From an optimization exercise on the open Yosys and OpenROAD flow, aimed at small area, a short achievable clock period and few clock cycles; shortcuts taken in it are not production practice. At most, simulation tests tie the RTL to the original design; equivalence was not proved. No activity file was given, so power comes from the tool's default toggle rates.

== rev 12 ==
## nmea_gga_sentence_parser
module nmea_gga_sentence_parser (
	input wire logic clk,
	input wire logic arst_n,
	input wire logic char_valid,
	output logic char_stall,
	input wire logic [7:0] char_byte,
	input wire logic char_last,
	output logic res_valid,
	input wire logic res_stall,
	output logic [2:0] res_status,
	output logic [6:0] res_hours,
	output logic [6:0] res_mins,
	output logic [6:0] res_secs,
	output logic [31:0] res_lat_e7,
	output logic [7:0] res_lat_hemi,
	output logic [31:0] res_lon_e7,
	output logic [7:0] res_lon_hemi
);
	logic iv_q;
	logic [7:0] ib_q;
	logic il_q;
	logic idig_q;
	logic icom_q;
	logic idot_q;
	logic izero_q;
	logic init_q;
	logic clr_q;
	logic done_q;
	logic [7:0] cnt_q, cnt_n;
	logic long_q, long_n;
	logic prefix_q, prefix_n;
	logic [3:0] comma_q, comma_n;
	logic [2:0] tidx_q, tidx_n;
	logic intok_q, intok_n;
	logic [2:0] tlen_q, tlen_n;
	logic tbad_q, tbad_n;
	logic [7:0] hnew_q [2];
	logic [7:0] hnew_n [2];
	logic hseen_q [2];
	logic hseen_n [2];
	logic [6:0] pair_q [3];
	logic [6:0] pair_n [3];
	logic [2:0] st_q, st_n;
	logic tm_n;
	logic cm_n;
	logic tm_q;
	logic cm_q;
	logic [1:0] cmk_q;
	logic [1:0] hold_n;
	logic busy_q;
	logic tg_q;
	logic k1_q;
	logic k2_q;
	logic k4_q;
	logic s3_q;
	logic s5_q;
	logic e3_q;
	logic e5_q;
	logic lw_q;
	logic lon_wait_n;
	logic take_n;
	logic done_n;
	logic [2:0] tidx_x;
	logic intok_x;
	logic cm_x;
	logic cm;
	logic [7:0] hemi_q [2];
	logic [7:0] hemi_n [2];
	logic consume;
	logic [1:0] hnew_w;
	logic [7:0] c_w;
	logic block;
	logic busy;
	logic take;
	logic hi_n;
	logic [1:0] fcoord;
	logic [1:0] feed;
	logic [1:0] close;
	logic [1:0] rdy;
	logic [1:0] ov;
	logic [1:0] qv;
	logic [31:0] q0;
	logic [31:0] q1;
	assign busy = busy_q;
	assign consume = iv_q & ~block;
	assign char_stall = iv_q & block;
	assign res_valid = done_q & rdy[0] & rdy[1];
  ...
Size: roughly 230 flip-flops.
Settings: LEC_CHECK=0, CAP_MARGIN=20, CORE_MARGIN=2, CORE_UTILIZATION=40, CTS_CLUSTER_DIAMETER=100, CTS_CLUSTER_SIZE=30, SLEW_MARGIN=20; clock period 11.0 ns.
standard.sh (not shown) runs the stock make flow with config.mk's settings and CLKGATE_MAP_FILE= SYNTH_SCRIPT=/design/flow/synth_recipe.tcl, a recipe that flattens the netlist after the stock synthesis.
==> flow/flow/run.sh <==
#!/bin/bash
# The standard layout (the standard.sh: standard synthesis, floorplan, placement,
# CTS, routing) with two changes to how it is made: timing repair aims for more setup
# slack than the clock needs, and the port buffers are the small sky130 buffer.
set -e
bash standard.sh SETUP_SLACK_MARGIN=7 'BUFFER_PORTS_ARGS=-buffer_cell sky130_fd_sc_hd__buf_1' finish > standard.log 2>&1
The final layout from rev 12, which completed every stage, passed the timing, design-rule and antenna checks at the end of the flow.
Input-level comparison between rev 13 and rev 12:
- CTS_CLUSTER_DIAMETER: 100 -> unset
- CTS_CLUSTER_SIZE: 30 -> unset
Notes after the runs:
- Delta (rev 13 minus rev 12): first-pass GRT wire length went up; largest vdd supply drop increased 4.7%; number of DRC markers in iteration 0 lost 6.6%.
- Looking at endpoint of the worst setup timing path, the u_back.t_q[1] result is from rev 12; the u_back.rs_q[1] one comes from rev 13.
- Measured against each other, rev 13 and rev 12 differ in via count, the lower figure coming from rev 13.
- Comparing area growth from synthesis to layout for rev 13 and rev 12, the smaller number came from rev 12.
No run of this note included a check of the RTL's function; only the layout flow was run.

Another version of the RTL of nmea_gga_sentence_parser (not shown whole).
For scale: roughly 1300 cells after synthesis, ~220 flip-flops, roughly 0.013 mm² of cells after synthesis.
export LEC_CHECK = 0
export CAP_MARGIN = 20
export CORE_MARGIN = 2
export CORE_UTILIZATION = 40
export SLEW_MARGIN = 20
create_clock -name core_clock -period 11.0 [get_ports {clk}]
==> flow/flow/run.sh <==
#!/bin/bash
# The standard layout (the standard.sh: standard synthesis, floorplan, placement,
# CTS, routing) with two changes to how it is made: timing repair aims for more setup
# slack than the clock needs, and the port buffers are the small sky130 buffer.
set -e
bash standard.sh SETUP_SLACK_MARGIN=7.3 'BUFFER_PORTS_ARGS=-buffer_cell sky130_fd_sc_hd__buf_1' finish > standard.log 2>&1
The starting point passed the timing, design-rule and antenna checks.
Testbench counts at the start, summed over its fixed seeds: cycles 25,028.
Next try:
--- a/flow/flow/run.sh
+++ b/flow/flow/run.sh
@@ -5,2 +5,2 @@
 set -e
-bash standard.sh SETUP_SLACK_MARGIN=7.3 'BUFFER_PORTS_ARGS=-buffer_cell sky130_fd_sc_hd__buf_1' finish > standard.log 2>&1
+bash standard.sh SETUP_SLACK_MARGIN=6.8 'BUFFER_PORTS_ARGS=-buffer_cell sky130_fd_sc_hd__buf_1' finish > standard.log 2>&1
Settings changed: CTS_CLUSTER_DIAMETER set to 100, CTS_CLUSTER_SIZE set to 30.
Outcome: Final cell count fell by about 6.4%. Non-clock buffer count fell by 102. Wire length fell by 12%. Global-route usage fell by 2.3 points. Total power fell by 17%. Setup slack is worse by 94 ps. Clock power fell by 39%. Combinational power fell by about 19%. Fmax fell by about 2.3%.

Setup of build 56:
nmea_gga_sentence_parser again, from the RTL that the note above started with.
clock: 11.0 ns
lec_check: 0
cap_margin: 20
core_margin: 2
core_utilization: 40
cts_cluster_diameter: 100
cts_cluster_size: 30
slew_margin: 20
==> flow/flow/run.sh <==
#!/bin/bash
# The standard layout (the standard.sh: standard synthesis, floorplan, placement,
# CTS, routing) with two changes to how it is made: timing repair aims for more setup
# slack than the clock needs, and the port buffers are the small sky130 buffer.
set -e
bash standard.sh SETUP_SLACK_MARGIN=7.15 'BUFFER_PORTS_ARGS=-buffer_cell sky130_fd_sc_hd__buf_1' finish > standard.log 2>&1
Testbench counts of build 56, summed over its fixed seeds: cycles 25,028.
#### Input delta (build 62 over build 56)
- swapping 100 for 80 in CTS_CLUSTER_DIAMETER
- swapping 30 for 24 in CTS_CLUSTER_SIZE
-- flow/flow/run.sh --
<<< build 56, line 5
set -e
bash standard.sh SETUP_SLACK_MARGIN=7.15 'BUFFER_PORTS_ARGS=-buffer_cell sky130_fd_sc_hd__buf_1' finish > standard.log 2>&1
>>> build 62, line 5
set -e
bash standard.sh SETUP_SLACK_MARGIN=7 'BUFFER_PORTS_ARGS=-buffer_cell sky130_fd_sc_hd__buf_1' finish > standard.log 2>&1
Results
- The final layouts of build 56 and build 62 pass the timing, design-rule and antenna checks.
- Diff build 56 -> build 62: share of layout cells above drive strength 1 moved down, critical path depth moved up.
- From build 56 to build 62 the numbers moved as follows: routed wire length lost 2.2%, sequential-to-total area share from yosys stat about even, sequential share of layout area shows an increase of 0.61 points, proportion of total power due to net switching fell 0.49 points, routed length on met1 fell by about 3.4%.
- Maximum frequency (build 62 vs. build 56) increases slightly
- Build 62 has more setup slack than build 56.
- Against build 56, the final cell area of build 62 is lower.
Modified inputs, build 47 compared to build 62
- CTS_CLUSTER_SIZE changed from 24 to 30
- CTS_CLUSTER_DIAMETER changed from 80 to 100
### Flow results
Changes observed in build 47 relative to build 62: power drawn by the clock network went down; net switching power figure shows a reduction of about 0.4%; final worst hold slack climbed 4.0 ps; met3 routed wirelength fell 15%; fmax up about 0.5%.
Count of clock-net buffers in the final layout (build 47 over build 62): decrease, 1
Going from build 62 to build 47, the critical path depth was found to have gone down by 1.

[separate check: timing with driven ports]
Ports are ideal in the flow. The routed layouts listed here were re-timed in OpenROAD. Step 1 assumes that a clkbuf_16 drives the clock port and a buf_2 every other input. Step 2 times the ports against the registers' clock, not the clock port: input delays grow and output delays shrink by t, the midpoint of the rising clock arrivals with the driver on. a / b / c = no drivers / after step 1 / after step 2; a / b = the first two.
| run | shift t [ns] | slack for setup (ns) | cell pins on the clock port's net |
|---|---|---|---|
| rev 12 | 0.520 | 6.968 / 6.948 / 6.968 | 1 |
| rev 13 | 0.582 | 6.965 / 6.965 / 6.965 | 1 |
| the first run of note 2 | 0.565 | 7.060 / 7.036 / 7.060 | 1 |
| the second run of note 2 | 0.522 | 6.966 / 6.966 / 6.966 | 1 |
| build 56 | 0.526 | 7.032 / 6.996 / 7.032 | 1 |
| build 62 | 0.530 | 7.051 / 7.051 / 7.051 | 1 |
| build 47 | 0.520 | 7.072 / 7.053 / 7.072 | 1 |
After both steps every run listed still meets setup and hold.
